This is an optimization exercise on Yosys and OpenROAD, whose aim is a short achievable clock period and few clock cycles, not a production implementation. Function was checked by simulation only, so behaviour that the tests miss may differ from the original. The clock cells of this run come from the design's own scripts or RTL, not from TritonCTS. The flow treats the clock pin as an ideal source. Dropping or thinning the clock tree relies on that and would not hold on a real chip. Power is estimated from default activity; no workload was simulated.

## flow/config.mk

```make
export PLATFORM = sky130hd
export DESIGN_NAME = processor
export DESIGN_NICKNAME = processor
export VERILOG_FILES = /design/flow/design.v
export SDC_FILE = /design/flow/constraint.sdc
export NUM_CORES = 8
export LEC_CHECK = 0
export CAP_MARGIN = 20
export CORE_MARGIN = 2
export CORE_UTILIZATION = 50
export SLEW_MARGIN = 20
export SYNTH_HIERARCHICAL = 1
export SYNTH_MINIMUM_KEEP_SIZE = 0
```

## flow/constraint.sdc

```tcl
create_clock -name core_clock -period 10.0 [get_ports {clock}]
set_input_delay 2.0000 -clock core_clock [delete_from_list [all_inputs] [get_ports {clock}]]
set_output_delay 2.0000 -clock core_clock [all_outputs]
set_load 0.01 [all_outputs]
```

## flow/design.v

```verilog
`default_nettype none
package cpu_pkg;
    typedef logic [31:0] word_t;      
    typedef logic [31:0] addr_t;      
    typedef logic [4:0]  reg_idx_t;   
    localparam logic [5:0] OP_RTYPE = 6'h00;
    localparam logic [5:0] OP_J     = 6'h02;
    localparam logic [5:0] OP_BEQ   = 6'h04;
    localparam logic [5:0] OP_BNE   = 6'h05;
    localparam logic [5:0] OP_ADDIU = 6'h09;
    localparam logic [5:0] OP_ORI   = 6'h0d;
    localparam logic [5:0] OP_LW    = 6'h23;
    localparam logic [5:0] OP_SW    = 6'h2b;
    localparam logic [5:0] FN_ADDU = 6'h21;
    localparam logic [5:0] FN_SUBU = 6'h23;
    localparam logic [5:0] FN_AND  = 6'h24;
    localparam logic [5:0] FN_OR   = 6'h25;
    localparam logic [5:0] FN_SLT  = 6'h2a;
    localparam logic [31:0] RESET_PC = 32'h0000_0000;   
endpackage
`default_nettype wire
`default_nettype none
import cpu_pkg::*;
module fetch_stage (
    input  cpu_pkg::word_t ins,
    input  cpu_pkg::addr_t pc,            
    input  cpu_pkg::addr_t pc_plus4,
    output logic [4:0]  rs,
    output logic [4:0]  rt,
    output logic [4:0]  dst,
    output logic        wr,               
    output logic        uses_rs,
    output logic        uses_rt_e,        
    output logic        lw,
    output logic        lw0,              
    output logic        sw,
    output logic        beq,
    output logic        bne,
    output logic        j,
    output logic        addiu,
    output logic        br_r0,            
    output logic        use_imm,
    output logic [31:0] imm,              
    output logic [31:0] sx,               
    output logic [4:0]  alu_op,           
    output logic        pred,             
    output logic        redirect,         
    output cpu_pkg::addr_t target         
);
    logic [5:0] op, fn;
    logic [4:0] rd;
    assign op = ins[31:26];
    assign fn = ins[5:0];
    assign rs = ins[25:21];
    assign rt = ins[20:16];
    assign rd = ins[15:11];
    logic is_r, r_add, r_sub, r_and, r_or, r_slt, r_ok;
    logic ori;
    assign is_r  = (op == OP_RTYPE);
    assign r_add = is_r && fn == FN_ADDU;
    assign r_sub = is_r && fn == FN_SUBU;
    assign r_and = is_r && fn == FN_AND;
    assign r_or  = is_r && fn == FN_OR;
    assign r_slt = is_r && fn == FN_SLT;
    assign r_ok  = r_add | r_sub | r_and | r_or | r_slt;
    assign addiu = (op == OP_ADDIU);
    assign ori   = (op == OP_ORI);
    assign lw    = (op == OP_LW);
    assign sw    = (op == OP_SW);
    assign beq   = (op == OP_BEQ);
    assign bne   = (op == OP_BNE);
    assign j     = (op == OP_J);
    assign lw0   = lw && rs == 5'd0;
    assign br_r0 = (beq | bne) && rt == 5'd0;
    assign dst       = r_ok ? rd : rt;
    assign wr        = (r_ok | addiu | ori | lw) && dst != 5'd0;
    assign uses_rs   = r_ok | addiu | ori | lw | sw | beq | bne;
    assign uses_rt_e = r_ok | beq | bne;
    assign use_imm   = addiu | ori | lw | sw;
    assign sx        = {{16{ins[15]}}, ins[15:0]};
    assign imm       = ori ? {16'h0000, ins[15:0]} : sx;
    assign alu_op    = {r_slt, r_or | ori, r_and, r_sub, r_add | addiu | lw | sw};
    assign pred     = beq ? (rs == rt || ins[15]) : (rs != rt);
    assign redirect = j | ((beq | bne) & pred);
    logic [16:0] lo, lo_p, lo_cn;
    logic [13:0] pc_hi, hi_inc, hi_dec, hi_c1, hi_c0, j_hi;
    ks_add #(.W(17), .SUB(1'b0), .CIN(1'b1)) u_lo (
        .x({1'b0, pc[17:2]}), .y({1'b0, ins[15:0]}), .s(lo), .p0(lo_p), .cn(lo_cn));
    assign pc_hi  = pc[31:18];
    assign hi_inc = pc_hi + 14'd1;
    assign hi_dec = pc_hi - 14'd1;
    assign j_hi   = {pc_plus4[31:28], ins[25:16]};
    assign hi_c1  = j ? j_hi : ins[15] ? pc_hi : hi_inc;    
    assign hi_c0  = j ? j_hi : ins[15] ? hi_dec : pc_hi;
    genvar i;
    generate
        for (i = 0; i < 14; i++) begin : g_hi
            logic n1, n0;
            c_nand2 u_1 (.a(lo[16]), .b(hi_c1[i]), .y(n1));
            c_nand2 u_0 (.a(lo_cn[16]), .b(hi_c0[i]), .y(n0));
            c_nand2 u_h (.a(n1), .b(n0), .y(target[i+18]));
        end
        for (i = 0; i < 16; i++) begin : g_lo
            c_mux2 u (.a(lo[i]), .b(ins[i]), .s(j), .y(target[i+2]));
        end
    endgenerate
    assign target[1:0] = pc[1:0];
endmodule
module predict_unit (
    input  logic [5:0] op,
    input  logic [4:0] rs,
    input  logic [4:0] rt,
    input  logic       imm_neg,
    input  logic [4:0] d_dst,       
    input  logic       d_addiu_ok,  
    output logic       pred_z1,
    output logic       pred_z0,
    output logic       redir_z1,
    output logic       redir_z0
);
    logic beq, bne, j, same, loop_hit;
    assign beq      = (op == OP_BEQ);
    assign bne      = (op == OP_BNE);
    assign j        = (op == OP_J);
    assign same     = (rs == rt);
    assign loop_hit = d_addiu_ok && rt == 5'd0 && rs == d_dst;
    assign pred_z1  = beq ? (loop_hit || same || imm_neg) : (!loop_hit && !same);
    assign pred_z0  = beq ? (!loop_hit && (same || imm_neg)) : (loop_hit || !same);
    assign redir_z1 = j || ((beq || bne) && pred_z1);
    assign redir_z0 = j || ((beq || bne) && pred_z0);
endmodule
`default_nettype wire
`default_nettype none
module register_file (
    input  logic        clock,
    input  logic        rst_n,
    input  logic [31:0] rs_sel,
    input  logic [31:0] rt_sel,
    output logic [31:0] rs_data,
    output logic [31:0] rt_data,
    output logic [31:1] valid_next,    
    input  logic [4:0]  write_idx,
    input  logic [31:0] write_data,
    input  logic        write_en
);
    logic [31:1][31:0] regs;
    logic [31:0][31:0] rd;       
    logic [31:1]       valid;
    logic [31:1]       we;
    always_comb begin
        for (int i = 1; i < 32; i++) we[i] = write_en && write_idx == 5'(i);
        valid_next = valid | we;
        rd[0] = write_data;
        for (int i = 1; i < 32; i++) rd[i] = regs[i];
    end
    always_ff @(posedge clock or negedge rst_n) begin
        if (!rst_n) valid <= '0;
        else        valid <= valid_next;
    end
    always_ff @(posedge clock) begin
        for (int i = 1; i < 32; i++)
            if (we[i]) regs[i] <= write_data;
    end
    genvar b, k;
    generate
        for (b = 0; b < 32; b++) begin : g_bit
            logic [15:0] s1, t1;
            logic [3:0]  s2, t2;
            logic [1:0]  s3, t3;
            for (k = 0; k < 16; k++) begin : g_l1
                c_aoi22 u_s (.a1(rs_sel[2*k]), .a2(rd[2*k][b]), .b1(rs_sel[2*k+1]),
                             .b2(rd[2*k+1][b]), .y(s1[k]));
                c_aoi22 u_t (.a1(rt_sel[2*k]), .a2(rd[2*k][b]), .b1(rt_sel[2*k+1]),
                             .b2(rd[2*k+1][b]), .y(t1[k]));
            end
            for (k = 0; k < 4; k++) begin : g_l2
                c_nand4 u_s (.a(s1[4*k]), .b(s1[4*k+1]), .c(s1[4*k+2]), .d(s1[4*k+3]), .y(s2[k]));
                c_nand4 u_t (.a(t1[4*k]), .b(t1[4*k+1]), .c(t1[4*k+2]), .d(t1[4*k+3]), .y(t2[k]));
            end
            for (k = 0; k < 2; k++) begin : g_l3
                c_nor2 u_s (.a(s2[2*k]), .b(s2[2*k+1]), .y(s3[k]));
                c_nor2 u_t (.a(t2[2*k]), .b(t2[2*k+1]), .y(t3[k]));
            end
            c_nand2 u_s (.a(s3[0]), .b(s3[1]), .y(rs_data[b]));
            c_nand2 u_t (.a(t3[0]), .b(t3[1]), .y(rt_data[b]));
        end
    endgenerate
endmodule
`default_nettype wire
`default_nettype none
module c_inv (input logic a, output logic y);
    assign y = ~a;
endmodule
module c_nand2 (input logic a, input logic b, output logic y);
    assign y = ~(a & b);
endmodule
module c_nor2 (input logic a, input logic b, output logic y);
    assign y = ~(a | b);
endmodule
module c_xor2 (input logic a, input logic b, output logic y);
    assign y = a ^ b;
endmodule
module c_xnor2 (input logic a, input logic b, output logic y);
    assign y = ~(a ^ b);
endmodule
module c_andn (input logic a, input logic b, output logic y);
    assign y = ~a & b;
endmodule
module c_orn (input logic a, input logic b, output logic y);
    assign y = ~a | b;
endmodule
module c_aoi21 (input logic a1, input logic a2, input logic b, output logic y);
    assign y = ~((a1 & a2) | b);
endmodule
module c_oai21 (input logic a1, input logic a2, input logic b, output logic y);
    assign y = ~((a1 | a2) & b);
endmodule
module c_aoi22 (input logic a1, input logic a2, input logic b1, input logic b2,
                output logic y);
    assign y = ~((a1 & a2) | (b1 & b2));
endmodule
module c_aoi222 (input logic a1, input logic a2, input logic b1, input logic b2,
                 input logic c1, input logic c2, output logic y);
    assign y = ~((a1 & a2) | (b1 & b2) | (c1 & c2));
endmodule
module c_nand3 (input logic a, input logic b, input logic c, output logic y);
    assign y = ~(a & b & c);
endmodule
module c_nand4 (input logic a, input logic b, input logic c, input logic d, output logic y);
    assign y = ~(a & b & c & d);
endmodule
module c_nor4 (input logic a, input logic b, input logic c, input logic d, output logic y);
    assign y = ~(a | b | c | d);
endmodule
module c_mux2 (input logic a, input logic b, input logic s, output logic y);
    assign y = s ? b : a;
endmodule
module ks_add #(
    parameter int W   = 32,
    parameter bit SUB = 1'b0,
    parameter bit CIN = SUB,
    parameter bit INV = 1'b0
) (
    input  logic [W-1:0] x,
    input  logic [W-1:0] y,
    output logic [W-1:0] s,
    output logic [W-1:0] p0,
    output logic [W-1:0] cn
);
    logic [W-1:0] g0, t0;
    genvar i;
    generate
        for (i = 0; i < W; i++) begin : g_pg
            if (INV && !SUB) begin : g_ia            
                c_nor2  u_g (.a(x[i]), .b(y[i]), .y(g0[i]));
                c_nand2 u_t (.a(x[i]), .b(y[i]), .y(t0[i]));
                c_xor2  u_p (.a(x[i]), .b(y[i]), .y(p0[i]));
            end else if (INV && SUB) begin : g_is    
                c_andn  u_g (.a(x[i]), .b(y[i]), .y(g0[i]));
                c_orn   u_t (.a(x[i]), .b(y[i]), .y(t0[i]));
                c_xnor2 u_p (.a(x[i]), .b(y[i]), .y(p0[i]));
            end else if (!SUB) begin : g_ta          
                c_nand2 u_g (.a(x[i]), .b(y[i]), .y(g0[i]));
                c_nor2  u_t (.a(x[i]), .b(y[i]), .y(t0[i]));
                c_xor2  u_p (.a(x[i]), .b(y[i]), .y(p0[i]));
            end else begin : g_ts                    
                c_orn   u_g (.a(x[i]), .b(y[i]), .y(g0[i]));
                c_andn  u_t (.a(x[i]), .b(y[i]), .y(t0[i]));
                c_xnor2 u_p (.a(x[i]), .b(y[i]), .y(p0[i]));
            end
        end
    endgenerate
    ks_core #(.W(W), .CIN(CIN), .G0INV(!INV)) u_core (.g0(g0), .t0(t0), .p0(p0), .s(s), .cn(cn));
endmodule
module ks_core #(
    parameter int W     = 32,
    parameter bit CIN   = 1'b0,
    parameter bit G0INV = 1'b1
) (
    input  logic [W-1:0] g0,
    input  logic [W-1:0] t0,
    input  logic [W-1:0] p0,
    output logic [W-1:0] s,
    output logic [W-1:0] cn
);
    localparam int L = (W <= 2) ? 1 : (W <= 4) ? 2 : (W <= 8) ? 3 : (W <= 16) ? 4 : (W <= 32) ? 5 : 6;
    logic [L:0][W-1:0] gg;
    logic [L:0][W-1:0] tt;
    genvar i, k;
    generate
        for (i = 0; i < W; i++) begin : g_l0
            if (i == 0 && CIN) begin : g_cin
                assign gg[0][i] = t0[i];
            end else begin : g_nocin
                assign gg[0][i] = g0[i];
            end
            assign tt[0][i] = t0[i];
        end
        for (k = 1; k <= L; k++) begin : g_lvl
            localparam int  D      = 1 << (k - 1);
            localparam bit  IN_INV = G0INV ^ ((k - 1) % 2 == 1);   
            for (i = 0; i < W; i++) begin : g_bit
                if (i >= D) begin : g_node
                    if (!IN_INV) begin : g_t2i      
                        c_aoi21 u_g (.a1(tt[k-1][i]), .a2(gg[k-1][i-D]), .b(gg[k-1][i]),
                                     .y(gg[k][i]));
                        if (i >= 2 * D) begin : g_t
                            c_nand2 u_t (.a(tt[k-1][i]), .b(tt[k-1][i-D]), .y(tt[k][i]));
                        end else begin : g_not
                            assign tt[k][i] = 1'b0;
                        end
                    end else begin : g_i2t           
                        c_oai21 u_g (.a1(tt[k-1][i]), .a2(gg[k-1][i-D]), .b(gg[k-1][i]),
                                     .y(gg[k][i]));
                        if (i >= 2 * D) begin : g_t
                            c_nor2 u_t (.a(tt[k-1][i]), .b(tt[k-1][i-D]), .y(tt[k][i]));
                        end else begin : g_not
                            assign tt[k][i] = 1'b0;
                        end
                    end
                end else begin : g_pass
                    c_inv u_g (.a(gg[k-1][i]), .y(gg[k][i]));
                    assign tt[k][i] = 1'b0;
                end
            end
        end
        localparam bit OUT_INV = G0INV ^ (L % 2 == 1);
        if (CIN) begin : g_s0c
            c_inv u_s0 (.a(p0[0]), .y(s[0]));
        end else begin : g_s0
            assign s[0] = p0[0];
        end
        assign cn[0] = 1'b0;
        for (i = 1; i < W; i++) begin : g_sum
            if (OUT_INV) begin : g_inv
                assign cn[i] = gg[L][i-1];
                c_xnor2 u_s (.a(p0[i]), .b(gg[L][i-1]), .y(s[i]));
            end else begin : g_true
                c_inv u_c (.a(gg[L][i-1]), .y(cn[i]));
                c_xor2 u_s (.a(p0[i]), .b(gg[L][i-1]), .y(s[i]));
            end
        end
    endgenerate
endmodule
module execute_stage (
    input  logic [31:0] e_a,           
    input  logic [31:0] e_b,           
    input  logic [31:0] e_t,           
    input  logic [31:0] m_res,         
    input  logic [31:0] m_res2,        
    input  logic [31:0] ld,            
    input  logic [31:0] w_val,         
    input  logic [31:0] m_n,           
    input  logic [31:0] m_la,
    input  logic [31:0] m_ls,
    input  logic [31:0] m_lr,
    input  logic        m_sltb,
    input  logic [6:0]  fa,            
    input  logic [6:0]  fb,            
    input  logic [7:0]  fx,            
    input  logic [3:0]  ft,            
    input  logic [4:0]  op_n,
    input  logic [6:0]  op_l,
    input  logic [1:0]  op_ll,
    input  logic        addr_l,        
    input  logic        sl_a,          
    output logic [31:0] result,        
    output logic [31:0] s_la,          
    output logic [31:0] s_ls,          
    output logic [31:0] s_lr,          
    output logic        slt_l,         
    output logic [31:0] addr,          
    output logic [31:0] rt_val         
);
    logic [31:0] a, b, x;
    logic [31:0] s_add, s_sub;
    logic [31:0] p_add, p_sub, p_la, p_ls, p_lr;
    logic [31:0] c_add, c_sub, c_la, c_ls, c_lr;
    genvar i;
    generate
        for (i = 0; i < 32; i++) begin : g_fwd
            logic a0, a1, a2, a3, b0, b1, b2, b3, x0, x1, x2, x3, t0, t1;
            c_aoi22 u_a0 (.a1(fa[0]), .a2(e_a[i]), .b1(fa[1]), .b2(m_n[i]), .y(a0));
            c_aoi22 u_a1 (.a1(fa[2]), .a2(m_la[i]), .b1(fa[3]), .b2(m_ls[i]), .y(a1));
            c_aoi22 u_a2 (.a1(fa[4]), .a2(m_lr[i]), .b1(fa[6]), .b2(w_val[i]), .y(a2));
            c_aoi22 u_b0 (.a1(fb[0]), .a2(e_b[i]), .b1(fb[1]), .b2(m_n[i]), .y(b0));
            c_aoi22 u_b1 (.a1(fb[2]), .a2(m_la[i]), .b1(fb[3]), .b2(m_ls[i]), .y(b1));
            c_aoi22 u_b2 (.a1(fb[4]), .a2(m_lr[i]), .b1(fb[6]), .b2(w_val[i]), .y(b2));
            c_aoi22 u_x0 (.a1(fx[0]), .a2(e_a[i]), .b1(fx[1]), .b2(e_b[i]), .y(x0));
            c_aoi22 u_x1 (.a1(fx[2]), .a2(m_n[i]), .b1(fx[3]), .b2(m_la[i]), .y(x1));
            c_aoi22 u_x2 (.a1(fx[4]), .a2(m_ls[i]), .b1(fx[5]), .b2(m_lr[i]), .y(x2));
            if (i == 0) begin : g_m0
                c_nand2 u_a3 (.a(fa[5]), .b(m_sltb), .y(a3));
                c_nand2 u_b3 (.a(fb[5]), .b(m_sltb), .y(b3));
                c_aoi22 u_x3 (.a1(fx[6]), .a2(m_sltb), .b1(fx[7]), .b2(w_val[i]), .y(x3));
                c_nand4 u_a (.a(a0), .b(a1), .c(a2), .d(a3), .y(a[i]));
                c_nand4 u_b (.a(b0), .b(b1), .c(b2), .d(b3), .y(b[i]));
            end else begin : g_mn
                c_nand2 u_x3 (.a(fx[7]), .b(w_val[i]), .y(x3));
                c_nand3 u_a (.a(a0), .b(a1), .c(a2), .y(a[i]));
                c_nand3 u_b (.a(b0), .b(b1), .c(b2), .y(b[i]));
            end
            c_nand4 u_x (.a(x0), .b(x1), .c(x2), .d(x3), .y(x[i]));
            c_aoi22  u_t0 (.a1(ft[0]), .a2(e_t[i]), .b1(ft[3]), .b2(w_val[i]), .y(t0));
            c_aoi22  u_t1 (.a1(ft[1]), .a2(m_res2[i]), .b1(ft[2]), .b2(ld[i]), .y(t1));
            c_nand2  u_t  (.a(t0), .b(t1), .y(rt_val[i]));
        end
    endgenerate
    ks_add #(.W(32), .SUB(1'b0)) u_add (.x(a),  .y(b),  .s(s_add), .p0(p_add), .cn(c_add));
    ks_add #(.W(32), .SUB(1'b1)) u_sub (.x(a),  .y(b),  .s(s_sub), .p0(p_sub), .cn(c_sub));
    logic [31:0] l_nand, l_nor, l_orn, l_andn;
    generate
        for (i = 0; i < 32; i++) begin : g_lpg
            c_nand2 u_a (.a(ld[i]), .b(x[i]), .y(l_nand[i]));
            c_nor2  u_o (.a(ld[i]), .b(x[i]), .y(l_nor[i]));
            c_orn   u_g (.a(ld[i]), .b(x[i]), .y(l_orn[i]));
            c_andn  u_t (.a(ld[i]), .b(x[i]), .y(l_andn[i]));
            c_xor2  u_p (.a(ld[i]), .b(x[i]), .y(p_la[i]));
            c_inv   u_q (.a(p_la[i]), .y(p_ls[i]));
        end
    endgenerate
    assign p_lr = p_ls;
    ks_core #(.W(32), .CIN(1'b0), .G0INV(1'b1)) u_la (.g0(l_nand), .t0(l_nor), .p0(p_la),
                                                      .s(s_la), .cn(c_la));
    ks_core #(.W(32), .CIN(1'b1), .G0INV(1'b1)) u_ls (.g0(l_orn), .t0(l_andn), .p0(p_ls),
                                                      .s(s_ls), .cn(c_ls));
    ks_core #(.W(32), .CIN(1'b1), .G0INV(1'b0)) u_lr (.g0(l_andn), .t0(l_orn), .p0(p_lr),
                                                      .s(s_lr), .cn(c_lr));
    logic en_n;
    assign en_n  = op_n[4] & ~p_add[31];
    assign slt_l = p_la[31] ? (sl_a ? ld[31] : x[31]) : (sl_a ? c_ls[31] : c_lr[31]);
    logic addr_ln;
    c_inv u_aln (.a(addr_l), .y(addr_ln));
    generate
        for (i = 0; i < 32; i++) begin : g_res
            logic y_n, y_e, m_l, m_n;
            c_aoi22 u_yn  (.a1(op_n[0]), .a2(s_add[i]), .b1(op_n[1]), .b2(s_sub[i]), .y(y_n));
            if (i == 0) begin : g_b0
                logic y_sn;
                assign y_e = ~((op_n[2] & a[i] & b[i]) | (op_n[3] & (a[i] | b[i])) |
                               (op_l[3] & ~l_nand[i]) | (op_l[4] & ~l_nor[i]) |
                               (op_n[4] & p_add[31] & a[31]));
                c_nand2 u_ysn (.a(en_n), .b(c_sub[31]), .y(y_sn));
                c_nand3 u_r   (.a(y_n), .b(y_e), .c(y_sn), .y(result[i]));
            end else begin : g_bn
                assign y_e = ~((op_n[2] & a[i] & b[i]) | (op_n[3] & (a[i] | b[i])) |
                               (op_l[3] & ~l_nand[i]) | (op_l[4] & ~l_nor[i]) |
                               (op_ll[0] & ld[i-1]));
                c_nand2 u_r (.a(y_n), .b(y_e), .y(result[i]));
            end
            c_nand2 u_ml (.a(addr_l), .b(s_la[i]), .y(m_l));
            c_nand2 u_mn (.a(addr_ln), .b(s_add[i]), .y(m_n));
            c_nand2 u_m  (.a(m_l), .b(m_n), .y(addr[i]));
        end
    endgenerate
endmodule
module kind_logic (
    input  logic       only_a,    
    input  logic       only_b,    
    input  logic       op_add,
    input  logic       op_sub,
    input  logic       op_slt,
    output logic [4:0] kind
);
    logic one;
    assign one  = only_a | only_b;
    assign kind = {one & op_slt, only_b & op_sub, only_a & op_sub, one & op_add,
                   !(one & (op_slt | op_sub | op_add))};
endmodule
module m_select (
    input  logic [7:0][4:0] kind,    
    input  logic [31:0] r_n,
    input  logic [31:0] r_la,
    input  logic [31:0] r_ls,
    input  logic [31:0] r_lr,
    input  logic        r_slt,
    output logic [31:0] v,
    output logic [31:0] v2
);
    genvar i;
    generate
        for (i = 0; i < 32; i++) begin : g_b
            logic y0, y1;
            c_aoi22 u_0 (.a1(kind[i/4][0]), .a2(r_n[i]), .b1(kind[i/4][1]), .b2(r_la[i]), .y(y0));
            c_aoi22 u_1 (.a1(kind[i/4][2]), .a2(r_ls[i]), .b1(kind[i/4][3]), .b2(r_lr[i]), .y(y1));
            if (i == 0) begin : g_0
                logic y2;
                c_nand2 u_2 (.a(kind[0][4]), .b(r_slt), .y(y2));
                c_nand3 u_v  (.a(y0), .b(y1), .c(y2), .y(v[i]));
                c_nand3 u_v2 (.a(y0), .b(y1), .c(y2), .y(v2[i]));
            end else begin : g_n
                c_nand2 u_v  (.a(y0), .b(y1), .y(v[i]));
                c_nand2 u_v2 (.a(y0), .b(y1), .y(v2[i]));
            end
        end
    endgenerate
endmodule
module sum_is_zero (
    input  logic [31:0] a,
    input  logic [31:0] b,
    output logic        z
);
    logic [31:0] x, o, e;
    logic [15:0] l1;
    logic [7:0]  l2;
    logic [3:0]  l3;
    logic [1:0]  l4;
    genvar i;
    generate
        for (i = 0; i < 32; i++) begin : g_e
            c_xor2 u_x (.a(a[i]), .b(b[i]), .y(x[i]));
            logic on;
            c_nor2 u_on (.a(a[i]), .b(b[i]), .y(on));
            c_inv  u_o  (.a(on), .y(o[i]));
            if (i == 0) begin : g_0
                assign e[i] = x[i];
            end else begin : g_i
                c_xor2 u_e (.a(x[i]), .b(o[i-1]), .y(e[i]));
            end
        end
        for (i = 0; i < 16; i++) begin : g_l1
            c_nor2 u (.a(e[2*i]), .b(e[2*i+1]), .y(l1[i]));
        end
        for (i = 0; i < 8; i++) begin : g_l2
            c_nand2 u (.a(l1[2*i]), .b(l1[2*i+1]), .y(l2[i]));
        end
        for (i = 0; i < 4; i++) begin : g_l3
            c_nor2 u (.a(l2[2*i]), .b(l2[2*i+1]), .y(l3[i]));
        end
        for (i = 0; i < 2; i++) begin : g_l4
            c_nand2 u (.a(l3[2*i]), .b(l3[2*i+1]), .y(l4[i]));
        end
    endgenerate
    c_nor2 u_z (.a(l4[0]), .b(l4[1]), .y(z));
endmodule
module cmp_half32 (
    input  logic [31:0] a,
    input  logic [31:0] b,
    output logic [3:0][1:0] half    
);
    logic [31:0] x;
    logic [15:0] l1;
    logic [7:0]  l2;
    logic [3:0]  l3;
    genvar i;
    generate
        for (i = 0; i < 32; i++) begin : g_x
            c_xnor2 u (.a(a[i]), .b(b[i]), .y(x[i]));
        end
        for (i = 0; i < 16; i++) begin : g_l1
            c_nand2 u (.a(x[2*i]), .b(x[2*i+1]), .y(l1[i]));
        end
        for (i = 0; i < 8; i++) begin : g_l2
            c_nor2 u (.a(l1[2*i]), .b(l1[2*i+1]), .y(l2[i]));
        end
        for (i = 0; i < 4; i++) begin : g_l3
            c_nand2 u (.a(l2[2*i]), .b(l2[2*i+1]), .y(l3[i]));
        end
        for (i = 0; i < 8; i++) begin : g_l4
            c_nor2 u (.a(l3[2*(i%2)]), .b(l3[2*(i%2)+1]), .y(half[i/2][i%2]));
        end
    endgenerate
endmodule
module cmp_eq32 (
    input  logic [31:0] a,
    input  logic [31:0] b,
    output logic        eq,
    output logic        ne
);
    logic [31:0] x;
    logic [15:0] l1;
    logic [7:0]  l2;
    logic [3:0]  l3;
    logic [1:0]  l4;
    genvar i;
    generate
        for (i = 0; i < 32; i++) begin : g_x
            c_xnor2 u (.a(a[i]), .b(b[i]), .y(x[i]));           
        end
        for (i = 0; i < 16; i++) begin : g_l1
            c_nand2 u (.a(x[2*i]), .b(x[2*i+1]), .y(l1[i]));    
        end
        for (i = 0; i < 8; i++) begin : g_l2
            c_nor2 u (.a(l1[2*i]), .b(l1[2*i+1]), .y(l2[i]));   
        end
        for (i = 0; i < 4; i++) begin : g_l3
            c_nand2 u (.a(l2[2*i]), .b(l2[2*i+1]), .y(l3[i]));  
        end
        for (i = 0; i < 2; i++) begin : g_l4
            c_nor2 u (.a(l3[2*i]), .b(l3[2*i+1]), .y(l4[i]));   
        end
    endgenerate
    c_nand2 u_ne (.a(l4[0]), .b(l4[1]), .y(ne));
    c_inv   u_eq (.a(ne), .y(eq));
endmodule
module branch_check (
    input  logic [31:0] e_a,
    input  logic [31:0] e_b,
    input  logic [31:0] m_res,
    input  logic [31:0] ld,
    input  logic [31:0] w_val,
    input  logic [5:0]  sel_eq,
    input  logic [5:0]  sel_ne,
    input  logic        sel_same,
    input  logic [2:0]  x_sel,
    input  logic        sel_l_eq,
    input  logic        sel_l_ne,
    output logic [7:0]  mis_if_leq,
    output logic [7:0]  mis_if_lne,
    output logic [7:0]  mis_if_leq_n,
    output logic [7:0]  mis_if_lne_n,
    output logic [7:0]  eq_l,
    output logic [7:0]  ne_l
);
    logic [5:0]  eq, ne;
    logic [31:0] x;
    logic [3:0][1:0] half;
    cmp_eq32 u_c0 (.a(e_a),   .b(e_b),   .eq(eq[0]), .ne(ne[0]));
    cmp_eq32 u_c1 (.a(e_a),   .b(m_res), .eq(eq[1]), .ne(ne[1]));
    cmp_eq32 u_c2 (.a(e_a),   .b(w_val), .eq(eq[2]), .ne(ne[2]));
    cmp_eq32 u_c3 (.a(m_res), .b(e_b),   .eq(eq[3]), .ne(ne[3]));
    cmp_eq32 u_c4 (.a(m_res), .b(w_val), .eq(eq[4]), .ne(ne[4]));
    cmp_eq32 u_c5 (.a(w_val), .b(e_b),   .eq(eq[5]), .ne(ne[5]));
    logic keep_eq, keep_ne;    
    assign keep_eq = !(sel_same || sel_l_eq);
    assign keep_ne = !(sel_same || sel_l_ne);
    genvar i;
    generate
        for (i = 0; i < 8; i++) begin : g_early
            logic [5:0] t;
            logic       u0, u1, e_n;
            for (genvar k = 0; k < 6; k++) begin : g_t
                c_aoi22 u (.a1(sel_eq[k]), .a2(eq[k]), .b1(sel_ne[k]), .b2(ne[k]), .y(t[k]));
            end
            c_nand3 u_0 (.a(t[0]), .b(t[1]), .c(t[2]), .y(u0));
            c_nand3 u_1 (.a(t[3]), .b(t[4]), .c(t[5]), .y(u1));
            c_nor2  u_e (.a(u0), .b(u1), .y(e_n));      
            c_nand2 u_q (.a(e_n), .b(keep_eq), .y(mis_if_leq[i]));
            c_nand2 u_r (.a(e_n), .b(keep_ne), .y(mis_if_lne[i]));
            c_inv   u_qn (.a(mis_if_leq[i]), .y(mis_if_leq_n[i]));
            c_inv   u_rn (.a(mis_if_lne[i]), .y(mis_if_lne_n[i]));
        end
    endgenerate
    assign x = ({32{x_sel[0]}} & e_a) | ({32{x_sel[1]}} & e_b) | ({32{x_sel[2]}} & w_val);
    cmp_half32 u_cl (.a(ld), .b(x), .half(half));
    generate
        for (i = 0; i < 8; i++) begin : g_out
            logic eq_n;
            c_nand2 u_ne (.a(half[i/2][0]), .b(half[i/2][1]), .y(ne_l[i]));
            c_nand2 u_en (.a(half[i/2][0]), .b(half[i/2][1]), .y(eq_n));
            c_inv   u_eq (.a(eq_n), .y(eq_l[i]));
        end
    endgenerate
endmodule
`default_nettype wire
`default_nettype none
import cpu_pkg::*;
module processor (
    input  logic  clock,
    input  logic  rst_n,
    output cpu_pkg::addr_t fetch_address,
    input  cpu_pkg::word_t instruction,
    output cpu_pkg::addr_t memory_address,
    output logic  memory_read,
    output logic  memory_write,
    output cpu_pkg::word_t memory_write_data,
    input  cpu_pkg::word_t memory_read_data
);
    logic [31:0] pc;                  
    logic        d_valid;
    logic [4:0]  d_rs, d_rt, d_dst;
    logic        d_wr, d_lw, d_sw, d_beq, d_bne, d_use_imm, d_addiu;
    logic [31:0] d_imm;
    logic [4:0]  d_op;
    logic        d_pred, d_redirect;
    logic [31:0] d_tgt;
    logic [31:0] d_rs_sel, d_rt_sel;   
    logic [31:0] e_a, e_b, e_t;
    logic [6:0]  e_fa, e_fb;
    logic [7:0]  e_fx;
    logic [3:0]  e_ft;
    logic [4:0]  e_op_n;
    logic [6:0]  e_op_l;
    logic [1:0]  e_op_ll;
    logic        e_addr_l;
    logic [7:0][4:0] e_kind;           
    logic        e_sl_a;
    logic        e_wr, e_load, e_store;
    logic [5:0]  e_mis_eq, e_mis_ne;   
    logic        e_mis_same, e_mis_l_eq, e_mis_l_ne;
    logic [2:0]  e_x_sel;
    logic [4:0]  e_dst;
    logic [31:0] e_alt;                
    logic [31:0] m_n, m_la, m_ls, m_lr;             
    logic        m_sltb;
    logic [7:0][4:0] m_kind;                        
    logic [31:0] m_res, m_res2;                     
    logic [31:0] m_addr, m_wdata;
    logic        m_wr, m_load, m_rd, m_store;
    logic [4:0]  m_dst;
    logic [31:0] w_val;                
    logic [31:0] w_rf;                 
    logic        w_wr;
    logic [4:0]  w_dst;
    logic [31:0] pc_plus4;
    assign pc_plus4      = pc + 32'd4;
    logic [31:0] pc_out;               
    assign fetch_address = pc_out;
    logic [4:0]  f_rs, f_rt, f_dst, f_op;
    logic        f_wr, f_uses_rs, f_uses_rt_e, f_lw, f_lw0, f_sw, f_beq, f_bne, f_use_imm;
    logic        f_j, f_addiu, f_br_r0;
    logic [31:0] f_imm, f_sx, f_tgt;
    logic        f_pred_static, f_redirect_static, f_pred, f_redirect;
    fetch_stage fetch_stage_inst (
        .ins       (instruction),
        .pc        (pc),
        .pc_plus4  (pc_plus4),
        .rs        (f_rs),
        .rt        (f_rt),
        .dst       (f_dst),
        .wr        (f_wr),
        .uses_rs   (f_uses_rs),
        .uses_rt_e (f_uses_rt_e),
        .lw        (f_lw),
        .lw0       (f_lw0),
        .sw        (f_sw),
        .beq       (f_beq),
        .bne       (f_bne),
        .j         (f_j),
        .addiu     (f_addiu),
        .br_r0     (f_br_r0),
        .use_imm   (f_use_imm),
        .imm       (f_imm),
        .sx        (f_sx),
        .alu_op    (f_op),
        .pred      (f_pred_static),
        .redirect  (f_redirect_static),
        .target    (f_tgt)
    );
    logic        n_rs_byp, n_rt_byp;
    logic [31:0] n_rs_sel, n_rt_sel;
    logic [31:1] rf_valid_next;
    assign n_rs_byp = m_wr && m_dst == f_rs;
    assign n_rt_byp = m_wr && m_dst == f_rt;
    always_comb begin
        n_rs_sel[0] = n_rs_byp;
        n_rt_sel[0] = n_rt_byp;
        for (int i = 1; i < 32; i++) begin
            n_rs_sel[i] = (f_rs == 5'(i)) && !n_rs_byp && rf_valid_next[i];
            n_rt_sel[i] = (f_rt == 5'(i)) && !n_rt_byp && rf_valid_next[i];
        end
    end
    logic       mispredict;
    logic [7:0] mis_if_leq, mis_if_lne, mis_if_leq_n, mis_if_lne_n;
    logic [7:0] eq_l, ne_l;       
    logic [31:0] rs_val, rt_val_d;
    register_file register_file_inst (
        .clock      (clock),
        .rst_n      (rst_n),
        .rs_sel     (d_rs_sel),
        .rt_sel     (d_rt_sel),
        .rs_data    (rs_val),
        .rt_data    (rt_val_d),
        .valid_next (rf_valid_next),
        .write_idx  (w_dst),
        .write_data (~w_rf),
        .write_en   (w_wr)
    );
    logic e_hit_rs, e_hit_rt;
    logic a_r, a_m, a_l, a_w, b_r, b_m, b_l, b_w;
    assign e_hit_rs = e_wr && e_dst == d_rs;
    assign e_hit_rt = e_wr && e_dst == d_rt;
    assign a_m = e_hit_rs && !e_load;
    assign a_l = e_hit_rs && e_load;
    assign a_w = !e_hit_rs && m_wr && m_dst == d_rs;
    assign a_r = !e_hit_rs && !a_w;
    assign b_m = e_hit_rt && !e_load;
    assign b_l = e_hit_rt && e_load;
    assign b_w = !e_hit_rt && m_wr && m_dst == d_rt;
    assign b_r = !e_hit_rt && !b_w;
    logic bl, only_a, only_b, both_l, none_l;
    logic op_add, op_sub, op_and, op_or, op_slt;
    assign {op_slt, op_or, op_and, op_sub, op_add} = d_op;
    assign bl     = b_l && !d_use_imm;
    assign none_l = !a_l && !bl;
    assign only_a = a_l && !bl;
    assign only_b = !a_l && bl;
    assign both_l = a_l && bl;
    logic [4:0] kind_e;
    assign kind_e = e_kind[0];
    logic [7:0][4:0] kind_d;    
    generate
        for (genvar k = 0; k < 8; k++) begin : g_kind
            kind_logic u (.only_a(only_a), .only_b(only_b), .op_add(op_add), .op_sub(op_sub),
                          .op_slt(op_slt), .kind(kind_d[k]));
        end
    endgenerate
    logic       mis_if_eq, mis_if_ne;
    logic [5:0] pair;
    logic [2:0] x_sel;
    assign pair  = {a_w && b_r,
                    (a_m && b_w) || (a_w && b_m),
                    a_m && b_r,
                    a_r && b_w,
                    a_r && b_m,
                    a_r && b_r};
    assign x_sel = {(a_l && b_w) || (a_w && b_l), a_l && b_r, a_r && b_l};
    assign mis_if_eq = d_valid && (d_beq ? !d_pred : d_bne && d_pred);
    assign mis_if_ne = d_valid && (d_beq ? d_pred : d_bne && !d_pred);
    logic ai_zero, pred_z1, pred_z0, redir_z1, redir_z0;
    sum_is_zero sum_is_zero_inst (.a(rs_val), .b(d_imm), .z(ai_zero));
    predict_unit predict_unit_inst (
        .op         (instruction[31:26]),
        .rs         (f_rs),
        .rt         (f_rt),
        .imm_neg    (instruction[15]),
        .d_dst      (d_dst),
        .d_addiu_ok (d_valid && d_addiu && d_wr && a_r),
        .pred_z1    (pred_z1),
        .pred_z0    (pred_z0),
        .redir_z1   (redir_z1),
        .redir_z0   (redir_z0)
    );
    logic ai_nz, pq1, pq0, rq1, rq0;
    c_inv   u_nz  (.a(ai_zero), .y(ai_nz));
    c_nand2 u_pq1 (.a(ai_zero), .b(pred_z1), .y(pq1));
    c_nand2 u_pq0 (.a(ai_nz), .b(pred_z0), .y(pq0));
    c_nand2 u_pr  (.a(pq1), .b(pq0), .y(f_pred));
    c_nand2 u_rq1 (.a(ai_zero), .b(redir_z1), .y(rq1));
    c_nand2 u_rq0 (.a(ai_nz), .b(redir_z0), .y(rq0));
    c_nand2 u_rr  (.a(rq1), .b(rq0), .y(f_redirect));
    logic [31:0] pc_seq, pc_alt;
    assign pc_seq = !rst_n ? RESET_PC : (d_valid && d_redirect) ? d_tgt : pc_plus4;
    assign pc_alt = !rst_n ? RESET_PC : e_alt;
    always_ff @(posedge clock or negedge rst_n) begin
        if (!rst_n) begin
            d_valid <= 1'b0;
        end else begin
            d_valid <= !mispredict;
        end
    end
    logic [31:0] pc_next, pc_out_next;
    genvar gi;
    generate
        for (gi = 0; gi < 32; gi++) begin : g_pc
            logic p1, p0, n1, n0;
            logic q1a, q1s, q0a, q0s;
            c_nand2 u_q1a (.a(mis_if_leq[gi / 4]), .b(pc_alt[gi]), .y(q1a));
            c_nand2 u_q1s (.a(mis_if_leq_n[gi / 4]), .b(pc_seq[gi]), .y(q1s));
            c_nand2 u_p1  (.a(q1a), .b(q1s), .y(p1));
            c_nand2 u_q0a (.a(mis_if_lne[gi / 4]), .b(pc_alt[gi]), .y(q0a));
            c_nand2 u_q0s (.a(mis_if_lne_n[gi / 4]), .b(pc_seq[gi]), .y(q0s));
            c_nand2 u_p0  (.a(q0a), .b(q0s), .y(p0));
            c_nand2 u_1 (.a(eq_l[gi / 4]), .b(p1), .y(n1));
            c_nand2 u_0 (.a(ne_l[gi / 4]), .b(p0), .y(n0));
            c_nand2 u_p (.a(n1), .b(n0), .y(pc_next[gi]));
            c_nand2 u_o (.a(n1), .b(n0), .y(pc_out_next[gi]));
        end
    endgenerate
    always_ff @(posedge clock) begin
        pc     <= pc_next;
        pc_out <= pc_out_next;
    end
    always_ff @(posedge clock) begin
        d_rs       <= f_rs;
        d_rt       <= f_rt;
        d_dst      <= f_dst;
        d_wr       <= f_wr;
        d_lw       <= f_lw;
        d_sw       <= f_sw;
        d_beq      <= f_beq;
        d_bne      <= f_bne;
        d_addiu    <= f_addiu;
        d_use_imm  <= f_use_imm;
        d_imm      <= f_imm;
        d_op       <= f_op;
        d_pred     <= f_pred;
        d_redirect <= f_redirect;
        d_tgt      <= f_tgt;
        d_rs_sel   <= n_rs_sel;
        d_rt_sel   <= n_rt_sel;
    end
    always_ff @(posedge clock or negedge rst_n) begin
        if (!rst_n) begin
            e_wr    <= 1'b0;
            e_load  <= 1'b0;
            e_store <= 1'b0;
        end else begin
            e_wr    <= d_valid && d_wr;
            e_load  <= d_valid && d_lw;
            e_store <= d_valid && d_sw;
        end
    end
    always_ff @(posedge clock) begin
        e_a        <= rs_val;
        e_b        <= d_use_imm ? d_imm : rt_val_d;
        e_t        <= rt_val_d;
        e_fa       <= a_l ? 7'd0 : {a_w, {5{a_m}} & kind_e, a_r};
        e_fb       <= d_use_imm ? 7'd1 : b_l ? 7'd0 : {b_w, {5{b_m}} & kind_e, b_r};
        e_fx       <= only_a ? {!d_use_imm && b_w, {5{!d_use_imm && b_m}} & kind_e,
                                d_use_imm || b_r, 1'b0}
                             : only_b ? {a_w, {5{a_m}} & kind_e, 1'b0, a_r} : 8'd0;
        e_ft       <= {b_w, b_l, b_m, b_r};
        e_op_n     <= {5{none_l}} & d_op;
        e_op_l     <= {only_a && op_slt, only_b && op_slt,
                       ((only_a || only_b) && op_or) || (both_l && (op_and || op_or)),
                       (only_a || only_b) && op_and, only_b && op_sub, only_a && op_sub,
                       (only_a || only_b) && op_add};
        e_op_ll    <= {1'b0, both_l && op_add};    
        e_addr_l   <= only_a;
        e_kind     <= kind_d;
        e_sl_a     <= only_a;
        e_mis_eq   <= {6{mis_if_eq}} & pair;
        e_mis_ne   <= {6{mis_if_ne}} & pair;
        e_x_sel    <= x_sel;
        e_mis_l_eq <= mis_if_eq && (|x_sel);
        e_mis_l_ne <= mis_if_ne && (|x_sel);
        e_mis_same <= mis_if_eq && ((a_m && b_m) || (a_l && b_l) || (a_w && b_w));
        e_dst      <= d_dst;
        e_alt      <= d_pred ? pc_plus4 : d_tgt;
    end
    logic [31:0] alu_result, alu_la, alu_ls, alu_lr, alu_addr, rt_fwd;
    logic        alu_slt_l;
    m_select m_select_inst (
        .kind  (m_kind),
        .r_n   (m_n),
        .r_la  (m_la),
        .r_ls  (m_ls),
        .r_lr  (m_lr),
        .r_slt (m_sltb),
        .v     (m_res),
        .v2    (m_res2)
    );
    execute_stage execute_stage_inst (
        .e_a    (e_a),
        .e_b    (e_b),
        .e_t    (e_t),
        .m_res  (m_res),
        .ld     (memory_read_data),
        .w_val  (w_val),
        .fa     (e_fa),
        .fb     (e_fb),
        .fx     (e_fx),
        .ft     (e_ft),
        .op_n   (e_op_n),
        .op_l   (e_op_l),
        .op_ll  (e_op_ll),
        .addr_l (e_addr_l),
        .m_res2 (m_res2),
        .m_n    (m_n),
        .m_la   (m_la),
        .m_ls   (m_ls),
        .m_lr   (m_lr),
        .m_sltb (m_sltb),
        .sl_a   (e_sl_a),
        .result (alu_result),
        .s_la   (alu_la),
        .s_ls   (alu_ls),
        .s_lr   (alu_lr),
        .slt_l  (alu_slt_l),
        .addr   (alu_addr),
        .rt_val (rt_fwd)
    );
    branch_check branch_check_inst (
        .e_a        (e_a),
        .e_b        (e_b),
        .m_res      (m_res2),
        .ld         (memory_read_data),
        .w_val      (w_val),
        .sel_eq     (e_mis_eq),
        .sel_ne     (e_mis_ne),
        .sel_same   (e_mis_same),
        .x_sel      (e_x_sel),
        .sel_l_eq   (e_mis_l_eq),
        .sel_l_ne   (e_mis_l_ne),
        .mis_if_leq (mis_if_leq),
        .mis_if_lne (mis_if_lne),
        .mis_if_leq_n (mis_if_leq_n),
        .mis_if_lne_n (mis_if_lne_n),
        .eq_l       (eq_l),
        .ne_l       (ne_l)
    );
    assign mispredict = eq_l[0] ? mis_if_leq[0] : mis_if_lne[0];
    always_ff @(posedge clock or negedge rst_n) begin
        if (!rst_n) begin
            m_wr    <= 1'b0;
            m_load  <= 1'b0;
            m_store <= 1'b0;
        end else begin
            m_wr    <= e_wr;
            m_load  <= e_load;
            m_store <= e_store;
        end
    end
    always_ff @(posedge clock) begin
        m_n     <= alu_result;
        m_la    <= alu_la;
        m_ls    <= alu_ls;
        m_lr    <= alu_lr;
        m_sltb  <= alu_slt_l;
        m_kind  <= e_kind;
        m_addr  <= alu_addr;
        m_rd    <= e_load;
        m_wdata <= rt_fwd;
        m_dst   <= e_dst;
    end
    assign memory_address    = m_addr;
    assign memory_read       = m_rd;
    assign memory_write      = m_store;
    assign memory_write_data = m_wdata;
    always_ff @(posedge clock or negedge rst_n) begin
        if (!rst_n) begin
            w_wr <= 1'b0;
        end else begin
            w_wr <= m_wr;
        end
    end
    logic [31:0] w_val_in, w_rf_in;
    generate
        for (gi = 0; gi < 32; gi++) begin : g_wv
            c_mux2 u_v (.a(m_res2[gi]), .b(memory_read_data[gi]), .s(m_load), .y(w_val_in[gi]));
            c_inv  u_r (.a(w_val_in[gi]), .y(w_rf_in[gi]));
        end
    endgenerate
    always_ff @(posedge clock) begin
        w_val <= w_val_in;
        w_rf  <= w_rf_in;
        w_dst <= m_dst;
    end
endmodule
`default_nettype wire
```

## flow/flow/run.sh

```bash
#!/bin/bash
# The standard ORFS layout (standard.sh), with these changes to how it works:
# - timing repair aims 7 ns below the 10 ns clock (SETUP_SLACK_MARGIN; the SDC
#   is unchanged, the margin only sets how far repair_timing goes);
# - the clock tree is built by flow/mycts.tcl (through the PRE_CTS_TCL hook):
#   four root buffers at the clock port, each driving four middle buffers,
#   each driving leaf buffers over balanced clusters of about 14 flip-flops,
#   instead of TritonCTS's tree.
set -uo pipefail
here=$(pwd)
export SETUP_SLACK_MARGIN=${MARGIN:-7.0}
export PRE_CTS_TCL=$here/flow/pre_cts.tcl
export MYCTS_PER_LEAF=14
export MYCTS_NMID=16
bash standard.sh > make_flow.log 2>&1
```

## flow/flow/mycts.tcl

```tcl
set ::mycts_nmid 0
set ::mycts_iters 0
# Two-level clock tree: leaf clkbuf_16s over grid clusters of flops,
# NROOT root clkbuf_16s each driving a group of leaves, fed by the clock port.
proc mycts_build { {per_leaf 30} {nroot 4} {bufname sky130_fd_sc_hd__clkbuf_16} } {
  set block [ord::get_db_block]
  set db [ord::get_db]
  set master [$db findMaster $bufname]
  set clk_bterm [$block findBTerm clock]
  set clk_net [$clk_bterm getNet]
  # sinks: all instance pins on the clock net
  set sinks {}
  foreach it [$clk_net getITerms] {
    set inst [$it getInst]
    set bb [$inst getBBox]
    set x [expr {([$bb xMin] + [$bb xMax]) / 2}]
    set y [expr {([$bb yMin] + [$bb yMax]) / 2}]
    lappend sinks [list $it $x $y]
  }
  set n [llength $sinks]
  set nleaf [expr {int(ceil(double($n) / $per_leaf))}]
  # grid: ncol columns, nrow rows, ncol*nrow >= nleaf
  set ncol [expr {int(round(sqrt($nleaf)))}]
  if {$ncol < 1} { set ncol 1 }
  set nrow [expr {int(ceil(double($nleaf) / $ncol))}]
  set sx [lsort -integer -index 1 $sinks]
  set clusters {}
  set percol [expr {double($n) / $ncol}]
  for {set c 0} {$c < $ncol} {incr c} {
    set lo [expr {int(round($c * $percol))}]
    set hi [expr {int(round(($c + 1) * $percol)) - 1}]
    set col [lsort -integer -index 2 [lrange $sx $lo $hi]]
    set m [llength $col]
    set perrow [expr {double($m) / $nrow}]
    for {set r 0} {$r < $nrow} {incr r} {
      set lo2 [expr {int(round($r * $perrow))}]
      set hi2 [expr {int(round(($r + 1) * $perrow)) - 1}]
      if {$hi2 >= $lo2} { lappend clusters [lrange $col $lo2 $hi2] }
    }
  }
  # refine with k-means (Lloyd), keeping the grid clusters as the start
  set cent {}
  foreach cl $clusters {
    set sxs 0; set sys 0
    foreach s $cl { set sxs [expr {$sxs + [lindex $s 1]}]; set sys [expr {$sys + [lindex $s 2]}] }
    lappend cent [list [expr {$sxs / [llength $cl]}] [expr {$sys / [llength $cl]}]]
  }
  set K [llength $cent]
  for {set iter 0} {$iter < $::mycts_iters} {incr iter} {
    set new [lrepeat $K {}]
    foreach s $sinks {
      set bx [lindex $s 1]; set by [lindex $s 2]
      set best 0; set bd 1e30
      for {set j 0} {$j < $K} {incr j} {
        set c [lindex $cent $j]
        set d [expr {abs($bx - [lindex $c 0]) + abs($by - [lindex $c 1])}]
        if {$d < $bd} { set bd $d; set best $j }
      }
      lset new $best [concat [lindex $new $best] [list $s]]
    }
    set cent {}
    set clusters {}
    foreach cl $new {
      if {[llength $cl] == 0} continue
      set sxs 0; set sys 0
      foreach s $cl { set sxs [expr {$sxs + [lindex $s 1]}]; set sys [expr {$sys + [lindex $s 2]}] }
      lappend cent [list [expr {$sxs / [llength $cl]}] [expr {$sys / [llength $cl]}]]
      lappend clusters $cl
    }
    set K [llength $cent]
  }
  # leaves
  set leaves {}
  set k 0
  foreach cl $clusters {
    set sxs 0; set sys 0
    foreach s $cl { set sxs [expr {$sxs + [lindex $s 1]}]; set sys [expr {$sys + [lindex $s 2]}] }
    set cx [expr {$sxs / [llength $cl]}]; set cy [expr {$sys / [llength $cl]}]
    set inst [odb::dbInst_create $block $master "clkleaf_$k"]
    $inst setLocation $cx $cy
    $inst setPlacementStatus PLACED
    $inst setSourceType TIMING
    set net [odb::dbNet_create $block "clknet_leaf_$k"]
    $net setSigType CLOCK
    [$inst findITerm X] connect $net
    foreach s $cl {
      set it [lindex $s 0]
      $it disconnect
      $it connect $net
    }
    lappend leaves [list $inst $cx $cy]
    incr k
  }
  # optional middle level: NMID buffers, each driving a grid group of leaves
  if {$::mycts_nmid > 0} {
    set mids {}
    set lx [lsort -integer -index 1 $leaves]
    set nl [llength $lx]
    set mc [expr {int(round(sqrt($::mycts_nmid)))}]
    set mr [expr {$::mycts_nmid / $mc}]
    set perc [expr {double($nl) / $mc}]
    set mi 0
    for {set c 0} {$c < $mc} {incr c} {
      set lo [expr {int(round($c * $perc))}]
      set hi [expr {int(round(($c + 1) * $perc)) - 1}]
      set col [lsort -integer -index 2 [lrange $lx $lo $hi]]
      set m [llength $col]
      set perr [expr {double($m) / $mr}]
      for {set q 0} {$q < $mr} {incr q} {
        set lo2 [expr {int(round($q * $perr))}]
        set hi2 [expr {int(round(($q + 1) * $perr)) - 1}]
        set grp [lrange $col $lo2 $hi2]
        if {[llength $grp] == 0} continue
        set sxs 0; set sys 0
        foreach l $grp { set sxs [expr {$sxs + [lindex $l 1]}]; set sys [expr {$sys + [lindex $l 2]}] }
        set cx [expr {$sxs / [llength $grp]}]; set cy [expr {$sys / [llength $grp]}]
        set inst [odb::dbInst_create $block $master "clkmid_$mi"]
        $inst setLocation $cx $cy
        $inst setPlacementStatus PLACED
        $inst setSourceType TIMING
        set net [odb::dbNet_create $block "clknet_mid_$mi"]
        $net setSigType CLOCK
        [$inst findITerm X] connect $net
        foreach l $grp { [[lindex $l 0] findITerm A] connect $net }
        lappend mids [list $inst $cx $cy]
        incr mi
      }
    }
    set leaves $mids
  }
  # roots: split leaves into nroot groups (columns of leaves sorted by x, then y)
  set lx [lsort -integer -index 1 $leaves]
  set nl [llength $lx]
  set rc [expr {int(round(sqrt($nroot)))}]
  set rr [expr {$nroot / $rc}]
  set perc [expr {double($nl) / $rc}]
  set r 0
  for {set c 0} {$c < $rc} {incr c} {
    set lo [expr {int(round($c * $perc))}]
    set hi [expr {int(round(($c + 1) * $perc)) - 1}]
    set col [lsort -integer -index 2 [lrange $lx $lo $hi]]
    set m [llength $col]
    set perr [expr {double($m) / $rr}]
    for {set q 0} {$q < $rr} {incr q} {
      set lo2 [expr {int(round($q * $perr))}]
      set hi2 [expr {int(round(($q + 1) * $perr)) - 1}]
      set grp [lrange $col $lo2 $hi2]
      set sxs 0; set sys 0
      foreach l $grp { set sxs [expr {$sxs + [lindex $l 1]}]; set sys [expr {$sys + [lindex $l 2]}] }
      set cx [expr {$sxs / [llength $grp]}]; set cy [expr {$sys / [llength $grp]}]
      set inst [odb::dbInst_create $block $master "clkroot_$r"]
      $inst setLocation $cx $cy
      $inst setPlacementStatus PLACED
      $inst setSourceType TIMING
      set net [odb::dbNet_create $block "clknet_root_$r"]
      $net setSigType CLOCK
      [$inst findITerm X] connect $net
      foreach l $grp { [[lindex $l 0] findITerm A] connect $net }
      [$inst findITerm A] connect $clk_net
      incr r
    }
  }
  $clk_net setSigType CLOCK
  puts "mycts: $n sinks, [llength $leaves] leaves, $r roots"
}
```

## flow/flow/pre_cts.tcl

```tcl
# PRE_CTS hook: build the clock tree here (mycts.tcl), then make the flow's
# own clock_tree_synthesis call a no-op. The rest of the CTS step (placement
# legalisation, timing repair) runs as usual.
source [file join [file dirname [info script]] mycts.tcl]
set ::mycts_iters 0
set ::mycts_nmid $::env(MYCTS_NMID)
mycts_build $::env(MYCTS_PER_LEAF) 4
set_propagated_clock [all_clocks]
rename clock_tree_synthesis ""
proc clock_tree_synthesis {args} { puts "clock_tree_synthesis skipped: tree built by mycts" }
```

## flow/standard.sh

```bash
#!/bin/bash
# synth_recipe.tcl (not shown) runs the flow's synth.tcl, then flattens the netlist and writes it again
# the make line also repeats each setting of config.mk as NAME=value (left out here)
make -C /OpenROAD-flow-scripts/flow DESIGN_CONFIG=/design/flow/config.mk WORK_HOME=/design/flow/orfs CLKGATE_MAP_FILE= SYNTH_SCRIPT=/design/flow/synth_recipe.tcl "${@:-finish}"
```

==> run notes <==
[per-stage QoR]
stage / power [mW] / util / setup WS [ns] / cells / instance area (um^2)
3_5_place_dp: 9.453 / 0.5385 / 5.092 / 11126 / 101100
2_1_floorplan: 8.864 / - / 6.610 / 8417 / 95420
4_1_cts: 14.77 / 0.5792 / 6.850 / 11413 / 108800
3_3_place_gp: 9.443 / 0.5384 / 5.077 / 11125 / 101100
6_report: 14.90 / 0.5978 / 6.806 / 11553 / 112300
5_1_grt: 15.28 / 0.5978 / 6.766 / 11547 / 112300
[worst max-delay path, stage by stage, from the launching register on]
cell and delay (ns):
dfxtp_2 0.65, buf_4 0.43, a22oi_2 0.22, nand4_1 0.19
nor2_1 0.84, nand2_1 0.35, mux2_2 0.36
[final cells by class, clock buffers not listed]
cell class	instances	share of cell area
sequential	1772	0.4098
inverter	477	0.02024
multi-input combinational	6033	0.4516
timing repair inverter	2	0.0001560
tap	2495	0.02780
antenna	9	0.0002006
timing repair buffer	613	0.05634
[final timing paths]
| kind | from | to | slack, ns | cells past startpoint |
|---|---|---|---|---|
| max in group asynchronous | rst_n | register_file_inst.valid[5] | 7.89 | 2 |
| hold / removal | e_kind[7] | m_kind[7] | 0.29 | 0 |
| setup reg to reg | d_rt_sel[10] | e_b[25] | 6.81 | 6 |
| setup / recovery | d_rt_sel[10] | e_b[25] | 6.81 | 6 |
| min in group asynchronous | rst_n | register_file_inst.valid[26] | 1.40 | 1 |
| hold reg to reg | e_kind[7] | m_kind[7] | 0.29 | 0 |
[routing by layer]
| metal | wire (um) | vias to the layer above |
|---|---|---|
| met5 | 74 | - |
| met4 | 25480 | 10 |
| met3 | 47070 | 1050 |
| met2 | 170100 | 4777 |
| met1 | 159400 | 38741 |
| li1 | - | 32483 |
[cell usage in the layout (no fill, tap or decap), types with 162 or more instances in the layout]
cell type	instances
a21oi_2	269
a22oi_2	1521
buf_4	337
clkbuf_16	162
dfxtp_1	496
dfxtp_2	205
edfxtp_1	992
inv_1	404
nand2_1	1036
nand4_1	308
nor2_1	437
nor2_4	186
o21ai_1	229
xnor2_1	321
xor2_1	302
[where the power goes]
part	switching [mW]	internal (mW)	total, mW
combinational	1.07	0.622	1.69
sequential	0.174	7.77	7.94
clock	2.59	2.68	5.27
[timing repair]
item	in CTS	in global routing
resized for setup	1558	532
buffers inserted	129	121
pin swaps	138	191
gates cloned	6	10
endpoints found under the setup margin	463	419
==> parameters.txt <==
Parameter                              Value

Setup path
  Worst endpoint required time ... 10.45 ns
  Data arrival time of the worst path ... 3.65 ns
  Critical path peak fanout ... 19
  Sort of element at the end of the critical path ... flop
  Worst setup path category ... flop to flop
  Kind of launch point of the worst setup path ... flop

Global route
  Wire length of the first global-routing pass ... 550900 um
  Met2 Resource Use GR ... 0.5883
  Global-route track usage on met1 ... 0.5362
  Maximum number of pins on one net before global-route repair ... 64
  Routing usage on met3 ... 0.1061
  Routing layer with the top usage in global route ... met2
  Total Routing Usage GR ... 0.3977
  Global route total overflow ... 0
  Number of global-route vias before repair ... 74105
  Antenna violations before repair ... 17

Detailed routing
  Total number of vias ... 77061
  First DRT Iteration DRCs ... 8615
  First-pass iteration count of the detailed router ... 20
  Routed wire per std cell ... 34.80 um
  Ratio of routed vias to standard cells ... 6.670
  Final routed wirelength across all metal layers ... 402100 um
  DRC ... 0
  Final ANT Viol Nets ... 0

Timing
  Actual slew at the worst max-slew pin ... 1.144 ns
  Highest Clock Rate ... 313.1 MHz
  Post-route clock period utilization ... 0.3194
  Relative max-transition margin ... 0.2376
  Final hold vios ... 0
  Shortest period the worst path allows ... 3.194 ns
  Aggregate negative setup slack ... 0 ns
  Worst-case hold slack ... 0.2933 ns
  Setup repair after global routing missed its margin ... yes
  Number of max-slew violations in the final report ... 0
  Worst clock skew on the final layout ... 0.08359 ns
  Final setup vio count ... 0

Clock tree
  CTS Hold Buffers Added ... 0
  Clock transition time at the flip-flop clock pins of the worst setup and hold paths ... 0.07 ns
  Clock latency at the later pin of the worst-skew pair ... 0.64 ns

Cells and area
  Combined area of the multi-input logic cells ... 50700 um^2
  Nets ... 9125
  Register name with the most flops ... register_file_inst.regs
  Fillers ... 15510
  Sequential cell area ... 46010 um^2
  Area added between synthesis and finish ... 18.85%
  Layout cells sized above 1 ... 0.4259
  Number of flip-flops under the largest register name ... 992
  Leading registers by flop count ... register_file_inst.regs x992, e_kind x33, m_kind x33

Run
  Max capacitance violation total ... 0

Floorplanning
  Die span in x ... 438.7 um
  Area inside the core boundary ... 187800 um^2
  Die Outline Area ... 192400 um^2
  Vertical die dimension ... 438.7 um
  Number of placement rows ... 159
  Initial cell density of the core ... 0.5030
  Top Ports ... 164

Hold path
  Kind of path behind the tightest hold check ... flop to flop

Placement
  Detailed Place HPWL ... 269800 um
  Final weighted congestion of routability-driven global placement ... 1.010
  Count of buffers from port buffering ... 163

Logic synthesis
  Syn Inst Count ... 8416
  Average cell area after synthesis ... 11.22 um^2
  Yosys warning total ... 8
  Cell area after technology mapping ... 94470 um^2

Power
  Max IR drop VDD ... 0.0001354 V
  Leak Pwr ... 39.17 nW
  Cell Pwr Density ... 132.7 nW/um^2

Status
  Result of the run ... finished clean
Testbench counts, summed over its fixed seeds: cycles 34,950.

afterwards: timing with drivers on the ports:
In the flow no input, the clock included, has a driving cell. The finished layout below was timed again as built, in two steps. Step 1 (the two cells are an assumption about what drives the block):
set clk [get_ports {clock}]
set_driving_cell -lib_cell sky130_fd_sc_hd__clkbuf_16 $clk
set_driving_cell -lib_cell sky130_fd_sc_hd__buf_2 [delete_from_list [all_inputs] $clk]
Step 2 times the ports against the registers' clock, not the clock port: input delays grow and output delays shrink by t, the midpoint of the rising clock arrivals with the driver on. a / b / c = no drivers / after step 1 / after step 2; a / b = the first two.
shift t [ns]: 0.787
setup slack, ns: 6.806 / 6.680 / 6.239
worst setup path after step 2: input to register
worst slew at a driven data input, ns: 0.12
After both steps setup and hold are still met in this run. For this run, drivers alone change the setup slack by -0.126 ns; drivers and shift together by -0.567 ns.
